This is an optimization exercise on Yosys and OpenROAD, whose aim is small area, a short achievable clock period and few clock cycles per item, not a production implementation. Function was checked by simulation only, so behaviour that the tests miss may differ from the original.

==> run a: inputs <==
==> flow/design.v (excerpt) <==
module magnetometer_heading_core #(
    parameter int CORDIC_STEPS = mhdg_pkg::CORDIC_STEPS_DEF,
    parameter int SAMPLE_WIDTH = mhdg_pkg::SAMPLE_WIDTH_DEF
) (
    input  logic                                i_clk,
    input  logic                                i_rst_n,
    input  logic                                i_s_tvalid,
    output logic                                o_s_tready,
    input  logic [mhdg_pkg::S_TDATA_W-1:0]      i_s_tdata,    
    input  logic                                i_s_tuser,    
    output logic                                o_m_tvalid,
    input  logic                                i_m_tready,
    output logic [mhdg_pkg::M_TDATA_W-1:0]      o_m_tdata,    
    input  logic                                i_cfg_we,
    input  logic [mhdg_pkg::CFG_IDX_W-1:0]      i_cfg_idx,
    input  logic [mhdg_pkg::CFG_DATA_W-1:0]     i_cfg_data
);
clock: 13.0 ns
lec_check: 0
abc_area: 1
cap_margin: 20
core_margin: 2
core_utilization: 40
gpl_timing_driven: 0
slew_margin: 20
standard.sh (not shown) runs the stock make flow with config.mk's settings and CLKGATE_MAP_FILE= SYNTH_SCRIPT=/design/flow/synth_recipe.tcl, a recipe that flattens the netlist after the stock synthesis.
==> flow/flow/run.sh <==
#!/bin/bash
# The standard layout, except that the port buffers buffer_ports inserts are
# sky130_fd_sc_hd__buf_4 cells rather than the library's default choice.
set -euo pipefail
bash standard.sh 'BUFFER_PORTS_ARGS=-buffer_cell sky130_fd_sc_hd__buf_4' finish > standard_sh.log 2>&1
==> run b: changes against run a <==
--- a/flow/design.v
+++ b/flow/design.v
@@ -1228,128 +1228,142 @@
     assign w3_qp = w3_vsx && !w3_vsy;
     assign w3_qn = w3_vsx && w3_vsy;
     assign w3_zero = (r3_mx == 16'd0) && (r3_my == 16'd0);
     wire [24:0] s4_x_1 = {r4_x_1, 8'd0};
     wire [24:0] s4_y_1 = {r4_y_1, 8'd0};
     assign w4_d_1 = !s4_y_1[24];
     wire [24:0] w4_xs = {{1{1'b0}}, s4_x_1[24:1]};
     wire [24:0] w4_yl = s4_y_1[24:0];
-    wire [25:0] w4_ya = {w4_yl, 1'b1} + {w4_xs ^ {25{w4_d_1}}, w4_d_1};
-    assign w4_y_2 = w4_ya[25:1];
+    wire [24:0] w4_yp = w4_yl - w4_xs;
+    wire [24:0] w4_yn = w4_yl + w4_xs;
+    assign w4_y_2 = w4_d_1 ? w4_yp : w4_yn;
     wire [24:0] w4_ys = {{1{s4_y_1[24]}}, s4_y_1[24:1]};
     wire [25:0] w4_xa = {s4_x_1, 1'b1} + {w4_ys ^ {25{!w4_d_1}}, !w4_d_1};
     assign w4_x_2 = w4_xa[25:1];
     wire [24:0] s5_y_2 = {r5_y_2, 7'd0};
     wire [24:0] s5_x_2 = {r5_x_2, 7'd0};
     assign w5_d_2 = !s5_y_2[24];
     wire [23:0] w5_xs = {{1{1'b0}}, s5_x_2[24:2]};
     wire [23:0] w5_yl = s5_y_2[23:0];
-    wire [24:0] w5_ya = {w5_yl, 1'b1} + {w5_xs ^ {24{w5_d_2}}, w5_d_2};
-    assign w5_y_3 = w5_ya[24:1];
+    wire [23:0] w5_yp = w5_yl - w5_xs;
+    wire [23:0] w5_yn = w5_yl + w5_xs;
+    assign w5_y_3 = w5_d_2 ? w5_yp : w5_yn;
     wire [24:0] w5_ys = {{2{s5_y_2[24]}}, s5_y_2[24:2]};
     wire [25:0] w5_xa = {s5_x_2, 1'b1} + {w5_ys ^ {25{!w5_d_2}}, !w5_d_2};
     assign w5_x_3 = w5_xa[25:1];
     wire [23:0] s6_y_3 = {r6_y_3, 5'd0};
     wire [24:0] s6_x_3 = {r6_x_3, 5'd0};
     assign w6_d_3 = !s6_y_3[23];
     wire [21:0] w6_xs = s6_x_3[24:3];
     wire [21:0] w6_yl = s6_y_3[21:0];
-    wire [22:0] w6_ya = {w6_yl, 1'b1} + {w6_xs ^ {22{w6_d_3}}, w6_d_3};
-    assign w6_y_4 = w6_ya[22:1];
+    wire [21:0] w6_yp = w6_yl - w6_xs;
+    wire [21:0] w6_yn = w6_yl + w6_xs;
+    assign w6_y_4 = w6_d_3 ? w6_yp : w6_yn;
     wire [24:0] w6_ys = {{4{s6_y_3[23]}}, s6_y_3[23:3]};
     wire [25:0] w6_xa = {s6_x_3, 1'b1} + {w6_ys ^ {25{!w6_d_3}}, !w6_d_3};
     assign w6_x_4 = w6_xa[25:1];
     wire [21:0] s7_y_4 = {r7_y_4, 2'd0};
     wire [24:0] s7_x_4 = {r7_x_4, 2'd0};
     assign w7_d_4 = !s7_y_4[21];
     wire [21:0] w7_xs = {{1{1'b0}}, s7_x_4[24:4]};
     wire [21:0] w7_yl = s7_y_4[21:0];
-    wire [22:0] w7_ya = {w7_yl, 1'b1} + {w7_xs ^ {22{w7_d_4}}, w7_d_4};
-    assign w7_y_5 = w7_ya[22:1];
+    wire [21:0] w7_yp = w7_yl - w7_xs;
+    wire [21:0] w7_yn = w7_yl + w7_xs;
+    assign w7_y_5 = w7_d_4 ? w7_yp : w7_yn;
     wire [24:0] w7_ys = {{7{s7_y_4[21]}}, s7_y_4[21:4]};
     wire [25:0] w7_xa = {s7_x_4, 1'b1} + {w7_ys ^ {25{!w7_d_4}}, !w7_d_4};
     assign w7_x_5 = w7_xa[25:1];
     assign w8_d_5 = !r8_y_5[21];
     wire [20:0] w8_xs = {{1{1'b0}}, r8_x_5[24:5]};
     wire [20:0] w8_yl = r8_y_5[20:0];
-    wire [21:0] w8_ya = {w8_yl, 1'b1} + {w8_xs ^ {21{w8_d_5}}, w8_d_5};
-    assign w8_y_6 = w8_ya[21:1];
+    wire [20:0] w8_yp = w8_yl - w8_xs;
+    wire [20:0] w8_yn = w8_yl + w8_xs;
+    assign w8_y_6 = w8_d_5 ? w8_yp : w8_yn;
     wire [24:0] w8_ys = {{8{r8_y_5[21]}}, r8_y_5[21:5]};
     wire [25:0] w8_xa = {r8_x_5, 1'b1} + {w8_ys ^ {25{!w8_d_5}}, !w8_d_5};
     assign w8_x_6 = w8_xa[25:1];
     assign w9_d_6 = !r9_y_6[20];
     wire [19:0] w9_xs = {{1{1'b0}}, r9_x_6[24:6]};
     wire [19:0] w9_yl = r9_y_6[19:0];
-    wire [20:0] w9_ya = {w9_yl, 1'b1} + {w9_xs ^ {20{w9_d_6}}, w9_d_6};
-    assign w9_y_7 = w9_ya[20:1];
+    wire [19:0] w9_yp = w9_yl - w9_xs;
+    wire [19:0] w9_yn = w9_yl + w9_xs;
+    assign w9_y_7 = w9_d_6 ? w9_yp : w9_yn;
     wire [24:0] w9_ys = {{10{r9_y_6[20]}}, r9_y_6[20:6]};
     wire [25:0] w9_xa = {r9_x_6, 1'b1} + {w9_ys ^ {25{!w9_d_6}}, !w9_d_6};
     assign w9_x_7 = w9_xa[25:1];
     assign w10_d_7 = !r10_y_7[19];
     wire [18:0] w10_xs = {{1{1'b0}}, r10_x_7[24:7]};
     wire [18:0] w10_yl = r10_y_7[18:0];
-    wire [19:0] w10_ya = {w10_yl, 1'b1} + {w10_xs ^ {19{w10_d_7}}, w10_d_7};
-    assign w10_y_8 = w10_ya[19:1];
+    wire [18:0] w10_yp = w10_yl - w10_xs;
+    wire [18:0] w10_yn = w10_yl + w10_xs;
+    assign w10_y_8 = w10_d_7 ? w10_yp : w10_yn;
     wire [24:0] w10_ys = {{12{r10_y_7[19]}}, r10_y_7[19:7]};
     wire [25:0] w10_xa = {r10_x_7, 1'b1} + {w10_ys ^ {25{!w10_d_7}}, !w10_d_7};
     assign w10_x_8 = w10_xa[25:1];
     assign w11_d_8 = !r11_y_8[18];
     wire [17:0] w11_xs = {{1{1'b0}}, r11_x_8[24:8]};
     wire [17:0] w11_yl = r11_y_8[17:0];
-    wire [18:0] w11_ya = {w11_yl, 1'b1} + {w11_xs ^ {18{w11_d_8}}, w11_d_8};
-    assign w11_y_9 = w11_ya[18:1];
+    wire [17:0] w11_yp = w11_yl - w11_xs;
+    wire [17:0] w11_yn = w11_yl + w11_xs;
+    assign w11_y_9 = w11_d_8 ? w11_yp : w11_yn;
     wire [24:0] w11_ys = {{14{r11_y_8[18]}}, r11_y_8[18:8]};
     wire [25:0] w11_xa = {r11_x_8, 1'b1} + {w11_ys ^ {25{!w11_d_8}}, !w11_d_8};
     assign w11_x_9 = w11_xa[25:1];
     assign w12_d_9 = !r12_y_9[17];
     wire [16:0] w12_xs = {{1{1'b0}}, r12_x_9[24:9]};
     wire [16:0] w12_yl = r12_y_9[16:0];
-    wire [17:0] w12_ya = {w12_yl, 1'b1} + {w12_xs ^ {17{w12_d_9}}, w12_d_9};
-    assign w12_y_10 = w12_ya[17:1];
+    wire [16:0] w12_yp = w12_yl - w12_xs;
+    wire [16:0] w12_yn = w12_yl + w12_xs;
+    assign w12_y_10 = w12_d_9 ? w12_yp : w12_yn;
     wire [24:0] w12_ys = {{16{r12_y_9[17]}}, r12_y_9[17:9]};
     wire [25:0] w12_xa = {r12_x_9, 1'b1} + {w12_ys ^ {25{!w12_d_9}}, !w12_d_9};
     assign w12_x_10 = w12_xa[25:1];
     assign w13_d_10 = !r13_y_10[16];
     wire [15:0] w13_xs = {{1{1'b0}}, r13_x_10[24:10]};
     wire [15:0] w13_yl = r13_y_10[15:0];
-    wire [16:0] w13_ya = {w13_yl, 1'b1} + {w13_xs ^ {16{w13_d_10}}, w13_d_10};
-    assign w13_y_11 = w13_ya[16:1];
+    wire [15:0] w13_yp = w13_yl - w13_xs;
+    wire [15:0] w13_yn = w13_yl + w13_xs;
+    assign w13_y_11 = w13_d_10 ? w13_yp : w13_yn;
     wire [24:0] w13_ys = {{18{r13_y_10[16]}}, r13_y_10[16:10]};
     wire [25:0] w13_xa = {r13_x_10, 1'b1} + {w13_ys ^ {25{!w13_d_10}}, !w13_d_10};
     assign w13_x_11 = w13_xa[25:1];
     assign w14_d_11 = !r14_y_11[15];
     wire [14:0] w14_xs = {{1{1'b0}}, r14_x_11[24:11]};
     wire [14:0] w14_yl = r14_y_11[14:0];
-    wire [15:0] w14_ya = {w14_yl, 1'b1} + {w14_xs ^ {15{w14_d_11}}, w14_d_11};
-    assign w14_y_12 = w14_ya[15:1];
+    wire [14:0] w14_yp = w14_yl - w14_xs;
+    wire [14:0] w14_yn = w14_yl + w14_xs;
+    assign w14_y_12 = w14_d_11 ? w14_yp : w14_yn;
     wire [24:0] w14_ys = {{20{r14_y_11[15]}}, r14_y_11[15:11]};
     wire [25:0] w14_xa = {r14_x_11, 1'b1} + {w14_ys ^ {25{!w14_d_11}}, !w14_d_11};
     assign w14_x_12 = w14_xa[25:1];
     assign w15_d_12 = !r15_y_12[14];
     wire [13:0] w15_xs = {{1{1'b0}}, r15_x_12[24:12]};
     wire [13:0] w15_yl = r15_y_12[13:0];
-    wire [14:0] w15_ya = {w15_yl, 1'b1} + {w15_xs ^ {14{w15_d_12}}, w15_d_12};
-    assign w15_y_13 = w15_ya[14:1];
+    wire [13:0] w15_yp = w15_yl - w15_xs;
+    wire [13:0] w15_yn = w15_yl + w15_xs;
+    assign w15_y_13 = w15_d_12 ? w15_yp : w15_yn;
     wire [24:0] w15_ys = {{22{r15_y_12[14]}}, r15_y_12[14:12]};
     wire [25:0] w15_xa = {r15_x_12, 1'b1} + {w15_ys ^ {25{!w15_d_12}}, !w15_d_12};
     assign w15_x_13 = w15_xa[25:1];
     assign w16_d_13 = !r16_y_13[13];
     wire [12:0] w16_xs = {{1{1'b0}}, r16_x_13[24:13]};
     wire [12:0] w16_yl = r16_y_13[12:0];
-    wire [13:0] w16_ya = {w16_yl, 1'b1} + {w16_xs ^ {13{w16_d_13}}, w16_d_13};
-    assign w16_y_14 = w16_ya[13:1];
+    wire [12:0] w16_yp = w16_yl - w16_xs;
+    wire [12:0] w16_yn = w16_yl + w16_xs;
+    assign w16_y_14 = w16_d_13 ? w16_yp : w16_yn;
     wire [24:0] w16_ys = {{24{r16_y_13[13]}}, r16_y_13[13:13]};
     wire [25:0] w16_xa = {r16_x_13, 1'b1} + {w16_ys ^ {25{!w16_d_13}}, !w16_d_13};
     assign w16_x_14 = w16_xa[25:1];
     assign w17_d_14 = !r17_y_14[12];
     wire [11:0] w17_xs = {{1{1'b0}}, r17_x_14[24:14]};
     wire [11:0] w17_yl = r17_y_14[11:0];
-    wire [12:0] w17_ya = {w17_yl, 1'b1} + {w17_xs ^ {12{w17_d_14}}, w17_d_14};
-    assign w17_y_15 = w17_ya[12:1];
+    wire [11:0] w17_yp = w17_yl - w17_xs;
+    wire [11:0] w17_yn = w17_yl + w17_xs;
+    assign w17_y_15 = w17_d_14 ? w17_yp : w17_yn;
     assign w18_d_15 = !r18_y_15[11];
     wire [5:0] w19_zsel0 = {r18_qp, r18_qn, r18_d_0, r18_d_1, r18_d_2, r18_d_3};
     logic [25:0] w19_zlut0;
     always_comb begin
         case (w19_zsel0)
             6'd0: w19_zlut0 = 26'd60563048;
             6'd1: w19_zlut0 = 26'd61496938;
             6'd2: w19_zlut0 = 26'd62402806;
- CORE_UTILIZATION: 40 -> 60
==> run c: changes against run a <==
--- a/flow/design.v
+++ b/flow/design.v
@@ -1228,128 +1228,142 @@
     assign w3_qp = w3_vsx && !w3_vsy;
     assign w3_qn = w3_vsx && w3_vsy;
     assign w3_zero = (r3_mx == 16'd0) && (r3_my == 16'd0);
     wire [24:0] s4_x_1 = {r4_x_1, 8'd0};
     wire [24:0] s4_y_1 = {r4_y_1, 8'd0};
     assign w4_d_1 = !s4_y_1[24];
     wire [24:0] w4_xs = {{1{1'b0}}, s4_x_1[24:1]};
     wire [24:0] w4_yl = s4_y_1[24:0];
-    wire [25:0] w4_ya = {w4_yl, 1'b1} + {w4_xs ^ {25{w4_d_1}}, w4_d_1};
-    assign w4_y_2 = w4_ya[25:1];
+    wire [24:0] w4_yp = w4_yl - w4_xs;
+    wire [24:0] w4_yn = w4_yl + w4_xs;
+    assign w4_y_2 = w4_d_1 ? w4_yp : w4_yn;
     wire [24:0] w4_ys = {{1{s4_y_1[24]}}, s4_y_1[24:1]};
     wire [25:0] w4_xa = {s4_x_1, 1'b1} + {w4_ys ^ {25{!w4_d_1}}, !w4_d_1};
     assign w4_x_2 = w4_xa[25:1];
     wire [24:0] s5_y_2 = {r5_y_2, 7'd0};
     wire [24:0] s5_x_2 = {r5_x_2, 7'd0};
     assign w5_d_2 = !s5_y_2[24];
     wire [23:0] w5_xs = {{1{1'b0}}, s5_x_2[24:2]};
     wire [23:0] w5_yl = s5_y_2[23:0];
-    wire [24:0] w5_ya = {w5_yl, 1'b1} + {w5_xs ^ {24{w5_d_2}}, w5_d_2};
-    assign w5_y_3 = w5_ya[24:1];
+    wire [23:0] w5_yp = w5_yl - w5_xs;
+    wire [23:0] w5_yn = w5_yl + w5_xs;
+    assign w5_y_3 = w5_d_2 ? w5_yp : w5_yn;
     wire [24:0] w5_ys = {{2{s5_y_2[24]}}, s5_y_2[24:2]};
     wire [25:0] w5_xa = {s5_x_2, 1'b1} + {w5_ys ^ {25{!w5_d_2}}, !w5_d_2};
     assign w5_x_3 = w5_xa[25:1];
     wire [23:0] s6_y_3 = {r6_y_3, 5'd0};
     wire [24:0] s6_x_3 = {r6_x_3, 5'd0};
     assign w6_d_3 = !s6_y_3[23];
     wire [21:0] w6_xs = s6_x_3[24:3];
     wire [21:0] w6_yl = s6_y_3[21:0];
-    wire [22:0] w6_ya = {w6_yl, 1'b1} + {w6_xs ^ {22{w6_d_3}}, w6_d_3};
-    assign w6_y_4 = w6_ya[22:1];
+    wire [21:0] w6_yp = w6_yl - w6_xs;
+    wire [21:0] w6_yn = w6_yl + w6_xs;
+    assign w6_y_4 = w6_d_3 ? w6_yp : w6_yn;
     wire [24:0] w6_ys = {{4{s6_y_3[23]}}, s6_y_3[23:3]};
     wire [25:0] w6_xa = {s6_x_3, 1'b1} + {w6_ys ^ {25{!w6_d_3}}, !w6_d_3};
     assign w6_x_4 = w6_xa[25:1];
     wire [21:0] s7_y_4 = {r7_y_4, 2'd0};
     wire [24:0] s7_x_4 = {r7_x_4, 2'd0};
     assign w7_d_4 = !s7_y_4[21];
     wire [21:0] w7_xs = {{1{1'b0}}, s7_x_4[24:4]};
     wire [21:0] w7_yl = s7_y_4[21:0];
-    wire [22:0] w7_ya = {w7_yl, 1'b1} + {w7_xs ^ {22{w7_d_4}}, w7_d_4};
-    assign w7_y_5 = w7_ya[22:1];
+    wire [21:0] w7_yp = w7_yl - w7_xs;
+    wire [21:0] w7_yn = w7_yl + w7_xs;
+    assign w7_y_5 = w7_d_4 ? w7_yp : w7_yn;
     wire [24:0] w7_ys = {{7{s7_y_4[21]}}, s7_y_4[21:4]};
     wire [25:0] w7_xa = {s7_x_4, 1'b1} + {w7_ys ^ {25{!w7_d_4}}, !w7_d_4};
     assign w7_x_5 = w7_xa[25:1];
     assign w8_d_5 = !r8_y_5[21];
     wire [20:0] w8_xs = {{1{1'b0}}, r8_x_5[24:5]};
     wire [20:0] w8_yl = r8_y_5[20:0];
-    wire [21:0] w8_ya = {w8_yl, 1'b1} + {w8_xs ^ {21{w8_d_5}}, w8_d_5};
-    assign w8_y_6 = w8_ya[21:1];
+    wire [20:0] w8_yp = w8_yl - w8_xs;
+    wire [20:0] w8_yn = w8_yl + w8_xs;
+    assign w8_y_6 = w8_d_5 ? w8_yp : w8_yn;
     wire [24:0] w8_ys = {{8{r8_y_5[21]}}, r8_y_5[21:5]};
     wire [25:0] w8_xa = {r8_x_5, 1'b1} + {w8_ys ^ {25{!w8_d_5}}, !w8_d_5};
     assign w8_x_6 = w8_xa[25:1];
     assign w9_d_6 = !r9_y_6[20];
     wire [19:0] w9_xs = {{1{1'b0}}, r9_x_6[24:6]};
     wire [19:0] w9_yl = r9_y_6[19:0];
-    wire [20:0] w9_ya = {w9_yl, 1'b1} + {w9_xs ^ {20{w9_d_6}}, w9_d_6};
-    assign w9_y_7 = w9_ya[20:1];
+    wire [19:0] w9_yp = w9_yl - w9_xs;
+    wire [19:0] w9_yn = w9_yl + w9_xs;
+    assign w9_y_7 = w9_d_6 ? w9_yp : w9_yn;
     wire [24:0] w9_ys = {{10{r9_y_6[20]}}, r9_y_6[20:6]};
     wire [25:0] w9_xa = {r9_x_6, 1'b1} + {w9_ys ^ {25{!w9_d_6}}, !w9_d_6};
     assign w9_x_7 = w9_xa[25:1];
     assign w10_d_7 = !r10_y_7[19];
     wire [18:0] w10_xs = {{1{1'b0}}, r10_x_7[24:7]};
     wire [18:0] w10_yl = r10_y_7[18:0];
-    wire [19:0] w10_ya = {w10_yl, 1'b1} + {w10_xs ^ {19{w10_d_7}}, w10_d_7};
-    assign w10_y_8 = w10_ya[19:1];
+    wire [18:0] w10_yp = w10_yl - w10_xs;
+    wire [18:0] w10_yn = w10_yl + w10_xs;
+    assign w10_y_8 = w10_d_7 ? w10_yp : w10_yn;
     wire [24:0] w10_ys = {{12{r10_y_7[19]}}, r10_y_7[19:7]};
     wire [25:0] w10_xa = {r10_x_7, 1'b1} + {w10_ys ^ {25{!w10_d_7}}, !w10_d_7};
     assign w10_x_8 = w10_xa[25:1];
     assign w11_d_8 = !r11_y_8[18];
     wire [17:0] w11_xs = {{1{1'b0}}, r11_x_8[24:8]};
     wire [17:0] w11_yl = r11_y_8[17:0];
-    wire [18:0] w11_ya = {w11_yl, 1'b1} + {w11_xs ^ {18{w11_d_8}}, w11_d_8};
-    assign w11_y_9 = w11_ya[18:1];
+    wire [17:0] w11_yp = w11_yl - w11_xs;
+    wire [17:0] w11_yn = w11_yl + w11_xs;
+    assign w11_y_9 = w11_d_8 ? w11_yp : w11_yn;
     wire [24:0] w11_ys = {{14{r11_y_8[18]}}, r11_y_8[18:8]};
     wire [25:0] w11_xa = {r11_x_8, 1'b1} + {w11_ys ^ {25{!w11_d_8}}, !w11_d_8};
     assign w11_x_9 = w11_xa[25:1];
     assign w12_d_9 = !r12_y_9[17];
     wire [16:0] w12_xs = {{1{1'b0}}, r12_x_9[24:9]};
     wire [16:0] w12_yl = r12_y_9[16:0];
-    wire [17:0] w12_ya = {w12_yl, 1'b1} + {w12_xs ^ {17{w12_d_9}}, w12_d_9};
-    assign w12_y_10 = w12_ya[17:1];
+    wire [16:0] w12_yp = w12_yl - w12_xs;
+    wire [16:0] w12_yn = w12_yl + w12_xs;
+    assign w12_y_10 = w12_d_9 ? w12_yp : w12_yn;
     wire [24:0] w12_ys = {{16{r12_y_9[17]}}, r12_y_9[17:9]};
     wire [25:0] w12_xa = {r12_x_9, 1'b1} + {w12_ys ^ {25{!w12_d_9}}, !w12_d_9};
     assign w12_x_10 = w12_xa[25:1];
     assign w13_d_10 = !r13_y_10[16];
     wire [15:0] w13_xs = {{1{1'b0}}, r13_x_10[24:10]};
     wire [15:0] w13_yl = r13_y_10[15:0];
-    wire [16:0] w13_ya = {w13_yl, 1'b1} + {w13_xs ^ {16{w13_d_10}}, w13_d_10};
-    assign w13_y_11 = w13_ya[16:1];
+    wire [15:0] w13_yp = w13_yl - w13_xs;
+    wire [15:0] w13_yn = w13_yl + w13_xs;
+    assign w13_y_11 = w13_d_10 ? w13_yp : w13_yn;
     wire [24:0] w13_ys = {{18{r13_y_10[16]}}, r13_y_10[16:10]};
     wire [25:0] w13_xa = {r13_x_10, 1'b1} + {w13_ys ^ {25{!w13_d_10}}, !w13_d_10};
     assign w13_x_11 = w13_xa[25:1];
     assign w14_d_11 = !r14_y_11[15];
     wire [14:0] w14_xs = {{1{1'b0}}, r14_x_11[24:11]};
     wire [14:0] w14_yl = r14_y_11[14:0];
-    wire [15:0] w14_ya = {w14_yl, 1'b1} + {w14_xs ^ {15{w14_d_11}}, w14_d_11};
-    assign w14_y_12 = w14_ya[15:1];
+    wire [14:0] w14_yp = w14_yl - w14_xs;
+    wire [14:0] w14_yn = w14_yl + w14_xs;
+    assign w14_y_12 = w14_d_11 ? w14_yp : w14_yn;
     wire [24:0] w14_ys = {{20{r14_y_11[15]}}, r14_y_11[15:11]};
     wire [25:0] w14_xa = {r14_x_11, 1'b1} + {w14_ys ^ {25{!w14_d_11}}, !w14_d_11};
     assign w14_x_12 = w14_xa[25:1];
     assign w15_d_12 = !r15_y_12[14];
     wire [13:0] w15_xs = {{1{1'b0}}, r15_x_12[24:12]};
     wire [13:0] w15_yl = r15_y_12[13:0];
-    wire [14:0] w15_ya = {w15_yl, 1'b1} + {w15_xs ^ {14{w15_d_12}}, w15_d_12};
-    assign w15_y_13 = w15_ya[14:1];
+    wire [13:0] w15_yp = w15_yl - w15_xs;
+    wire [13:0] w15_yn = w15_yl + w15_xs;
+    assign w15_y_13 = w15_d_12 ? w15_yp : w15_yn;
     wire [24:0] w15_ys = {{22{r15_y_12[14]}}, r15_y_12[14:12]};
     wire [25:0] w15_xa = {r15_x_12, 1'b1} + {w15_ys ^ {25{!w15_d_12}}, !w15_d_12};
     assign w15_x_13 = w15_xa[25:1];
     assign w16_d_13 = !r16_y_13[13];
     wire [12:0] w16_xs = {{1{1'b0}}, r16_x_13[24:13]};
     wire [12:0] w16_yl = r16_y_13[12:0];
-    wire [13:0] w16_ya = {w16_yl, 1'b1} + {w16_xs ^ {13{w16_d_13}}, w16_d_13};
-    assign w16_y_14 = w16_ya[13:1];
+    wire [12:0] w16_yp = w16_yl - w16_xs;
+    wire [12:0] w16_yn = w16_yl + w16_xs;
+    assign w16_y_14 = w16_d_13 ? w16_yp : w16_yn;
     wire [24:0] w16_ys = {{24{r16_y_13[13]}}, r16_y_13[13:13]};
     wire [25:0] w16_xa = {r16_x_13, 1'b1} + {w16_ys ^ {25{!w16_d_13}}, !w16_d_13};
     assign w16_x_14 = w16_xa[25:1];
     assign w17_d_14 = !r17_y_14[12];
     wire [11:0] w17_xs = {{1{1'b0}}, r17_x_14[24:14]};
     wire [11:0] w17_yl = r17_y_14[11:0];
-    wire [12:0] w17_ya = {w17_yl, 1'b1} + {w17_xs ^ {12{w17_d_14}}, w17_d_14};
-    assign w17_y_15 = w17_ya[12:1];
+    wire [11:0] w17_yp = w17_yl - w17_xs;
+    wire [11:0] w17_yn = w17_yl + w17_xs;
+    assign w17_y_15 = w17_d_14 ? w17_yp : w17_yn;
     assign w18_d_15 = !r18_y_15[11];
     wire [5:0] w19_zsel0 = {r18_qp, r18_qn, r18_d_0, r18_d_1, r18_d_2, r18_d_3};
     logic [25:0] w19_zlut0;
     always_comb begin
         case (w19_zsel0)
             6'd0: w19_zlut0 = 26'd60563048;
             6'd1: w19_zlut0 = 26'd61496938;
             6'd2: w19_zlut0 = 26'd62402806;
==> results.txt <==
- Against run c, the clock skew of run b is lower by 0.027 ns.
- Via count: run a < run c < run b.
- Of run a and run c, run c has the higher wire length (gap about 9%, measured against run c).
- Against run b, the area after synthesis of run a is smaller by 3.9%.
- Global-route usage: run b > run c > run a.
- Clock-buffer cell count: run a > run c > run b.
- Register-to-register slack, lowest first: run a, run b, run c.
Testbench counts of run a, summed over its fixed seeds: cycles 4,176, items 3,072.
Testbench counts of run b, summed over its fixed seeds: cycles 4,176, items 3,072.
Testbench counts of run c, summed over its fixed seeds: cycles 4,176, items 3,072.

separate check: timing with driven ports:
Ports are ideal in the flow. The routed layouts listed here were re-timed in OpenROAD.
Step 1, drivers: a clkbuf_16 drives i_clk and a buf_2 each remaining input, both assumed.
Step 2 moves the port delays by t, midway between the first and last clock arrival at a register: inputs arrive t later, outputs are due t later. That takes back most of the time a late clock gives input paths.
Three values: ideal, step 1, step 2; two values: the first two.
run	shift t [ns]	slack for setup (ns)	worst hold slack (ns)	worst data-port slew with drivers (ns)	pins driven straight from the clock port
run a	0.892	8.416 / 8.416 / 8.174	0.381 / 0.381 / 0.381	0.20	1
run b	0.903	8.475 / 8.475 / 8.176	0.402 / 0.402 / 0.402	0.19	1
run c	0.887	8.715 / 8.715 / 8.118	0.383 / 0.383 / 0.383	0.29	1
After both steps setup and hold are still met in every run listed. For run c, which loses most, drivers alone change the setup slack by 0.000 ns; drivers and shift together by -0.597 ns.
